Background: an optimization exercise with open tools, aiming at small area, a short achievable clock period and few clock cycles per item. Do not read the settings as production practice.
Function was checked by simulation only, so behaviour that the tests miss may differ from the original.
No activity file was given, so power comes from the tool's default toggle rates.

==> run a: inputs <==
## fp_mult_unit
module fp_mult_unit
(
    input  logic                clk,
    input  logic                rst_n,
    input  logic                clk_en,
    input  logic                start,
    input  logic [FP_WIDTH-1:0] dataa,
    input  logic [FP_WIDTH-1:0] datab,
    output logic [FP_WIDTH-1:0] result,
    output logic                done,
    output logic                busy
);
export LEC_CHECK = 0
export ABC_AREA = 1
export CAP_MARGIN = 20
export CORE_MARGIN = 2
export CORE_UTILIZATION = 60
export PLACE_DENSITY = 0.7
export SLEW_MARGIN = 20
create_clock -name core_clock -period 12.0 [get_ports {clk}]
standard.sh (not shown) runs the stock make flow with config.mk's settings and CLKGATE_MAP_FILE= SYNTH_SCRIPT=/design/flow/synth_recipe.tcl, a recipe that flattens the netlist after the stock synthesis.
==> flow/flow/run.sh <==
#!/bin/bash
# Own layout flow: the standard flow, with three changes.
#  1. The ports are buffered with buf_4 instead of the buffer buffer_ports
#     picks by default (the inputs fan out straight into the multiplier).
#  2. Between synthesis and floorplan, flow/fixinv.py re-polarises the full
#     adders of the standard synthesis (a full adder is self-dual) so that
#     fewer inverters sit between them; registers and logic function are
#     unchanged.
#  3. Timing repair aims at 5.3 ns of setup slack.
#  4. After synthesis, the slow low-power inverters and delay buffers are kept
#     out of the resizer's choices.
set -euo pipefail
cd "$(dirname "$0")/.."
export BUFFER_PORTS_ARGS="-buffer_cell sky130_fd_sc_hd__buf_4"
R=orfs/results/sky130hd/fp_mult_unit/base
bash standard.sh synth > synth.log 2>&1
cp $R/1_2_yosys.v 1_2_yosys.standard.v
python3 flow/fixinv.py 1_2_yosys.standard.v 1_2_yosys.fixinv.v > fixinv.log 2>&1
cp 1_2_yosys.fixinv.v $R/1_2_yosys.v
rm -f $R/1_synth.odb $R/1_synth.sdc
export SETUP_SLACK_MARGIN=5.3
export DONT_USE_CELLS="sky130_fd_sc_hd__clkinvlp_2 sky130_fd_sc_hd__clkinvlp_4 sky130_fd_sc_hd__clkdlybuf4s15_1 sky130_fd_sc_hd__clkdlybuf4s15_2 sky130_fd_sc_hd__clkdlybuf4s18_1 sky130_fd_sc_hd__clkdlybuf4s18_2 sky130_fd_sc_hd__clkdlybuf4s25_1 sky130_fd_sc_hd__clkdlybuf4s25_2 sky130_fd_sc_hd__clkdlybuf4s50_1 sky130_fd_sc_hd__clkdlybuf4s50_2"
bash standard.sh > layout.log 2>&1
Other scripts of this flow, unchanged in this note and not shown: flow/flow/fixinv.py
==> inputs of run b, as changes to run a <==
--- a/flow/flow/run.sh
+++ b/flow/flow/run.sh
@@ -6,7 +6,7 @@
 #     adders of the standard synthesis (a full adder is self-dual) so that
 #     fewer inverters sit between them; registers and logic function are
 #     unchanged.
-#  3. Timing repair aims at 5.3 ns of setup slack.
+#  3. Timing repair aims at 5.65 ns of setup slack.
 #  4. After synthesis, the slow low-power inverters and delay buffers are kept
 #     out of the resizer's choices.
 set -euo pipefail
@@ -18,6 +18,6 @@
 python3 flow/fixinv.py 1_2_yosys.standard.v 1_2_yosys.fixinv.v > fixinv.log 2>&1
 cp 1_2_yosys.fixinv.v $R/1_2_yosys.v
 rm -f $R/1_synth.odb $R/1_synth.sdc
-export SETUP_SLACK_MARGIN=5.3
+export SETUP_SLACK_MARGIN=5.65
 export DONT_USE_CELLS="sky130_fd_sc_hd__clkinvlp_2 sky130_fd_sc_hd__clkinvlp_4 sky130_fd_sc_hd__clkdlybuf4s15_1 sky130_fd_sc_hd__clkdlybuf4s15_2 sky130_fd_sc_hd__clkdlybuf4s18_1 sky130_fd_sc_hd__clkdlybuf4s18_2 sky130_fd_sc_hd__clkdlybuf4s25_1 sky130_fd_sc_hd__clkdlybuf4s25_2 sky130_fd_sc_hd__clkdlybuf4s50_1 sky130_fd_sc_hd__clkdlybuf4s50_2"
 bash standard.sh > layout.log 2>&1
==> run notes <==
Maximum frequency: run b is larger than run a (about 5%). Against run b, the via count of run a is lower by about 6%. Clock skew is the same in run b and run a. Cell count: run b is higher than run a (2.5%). In flip-flop and latch count, run b and run a do not differ. Between run b and run a, the lower hold slack is in run b (gap 14 ps). Of run b and run a, run b has the higher sequential power (gap about 0.8%, measured against run a). In synthesized cell count, run b and run a do not differ. Register-to-register slack is about the same in run b and run a. Of run b and run a, run b has the higher non-clock buffer count (gap 45). In clock-buffer cell count, run a and run b do not differ.
Testbench counts of run a, summed over its fixed seeds: cycles 8,000, items 8,000.
Testbench counts of run b, summed over its fixed seeds: cycles 8,000, items 8,000.

-- re-timing with driven ports --
The results above use ideal ports. As a check the final layouts listed here were re-extracted and re-timed, cells and wires unchanged.
Step 1 assumes that a clkbuf_16 drives the clock port and a buf_2 every other input.
Step 2 also shifts input and output timing later by t, the mid clock arrival at the registers, as if the neighbouring blocks saw the same clock.
Slacks: ideal ports / drivers / drivers and shift; pairs: ideal ports / drivers.
run | shift t [ns] | slack for setup (ns) | worst setup path at the end | clock arrival spread, ns | worst register clock-pin slew, ns
run a | 0.400 | 5.331 / 5.356 / 4.956 | input to register | 0.022 / 0.022 | 0.07 / 0.07
run b | 0.410 | 5.651 / 5.612 / 5.202 | input to register | 0.023 / 0.022 | 0.07 / 0.07
After both steps setup and hold are still met in every run listed. For run b, which loses most, drivers alone change the setup slack by -0.039 ns; drivers and shift together by -0.449 ns.
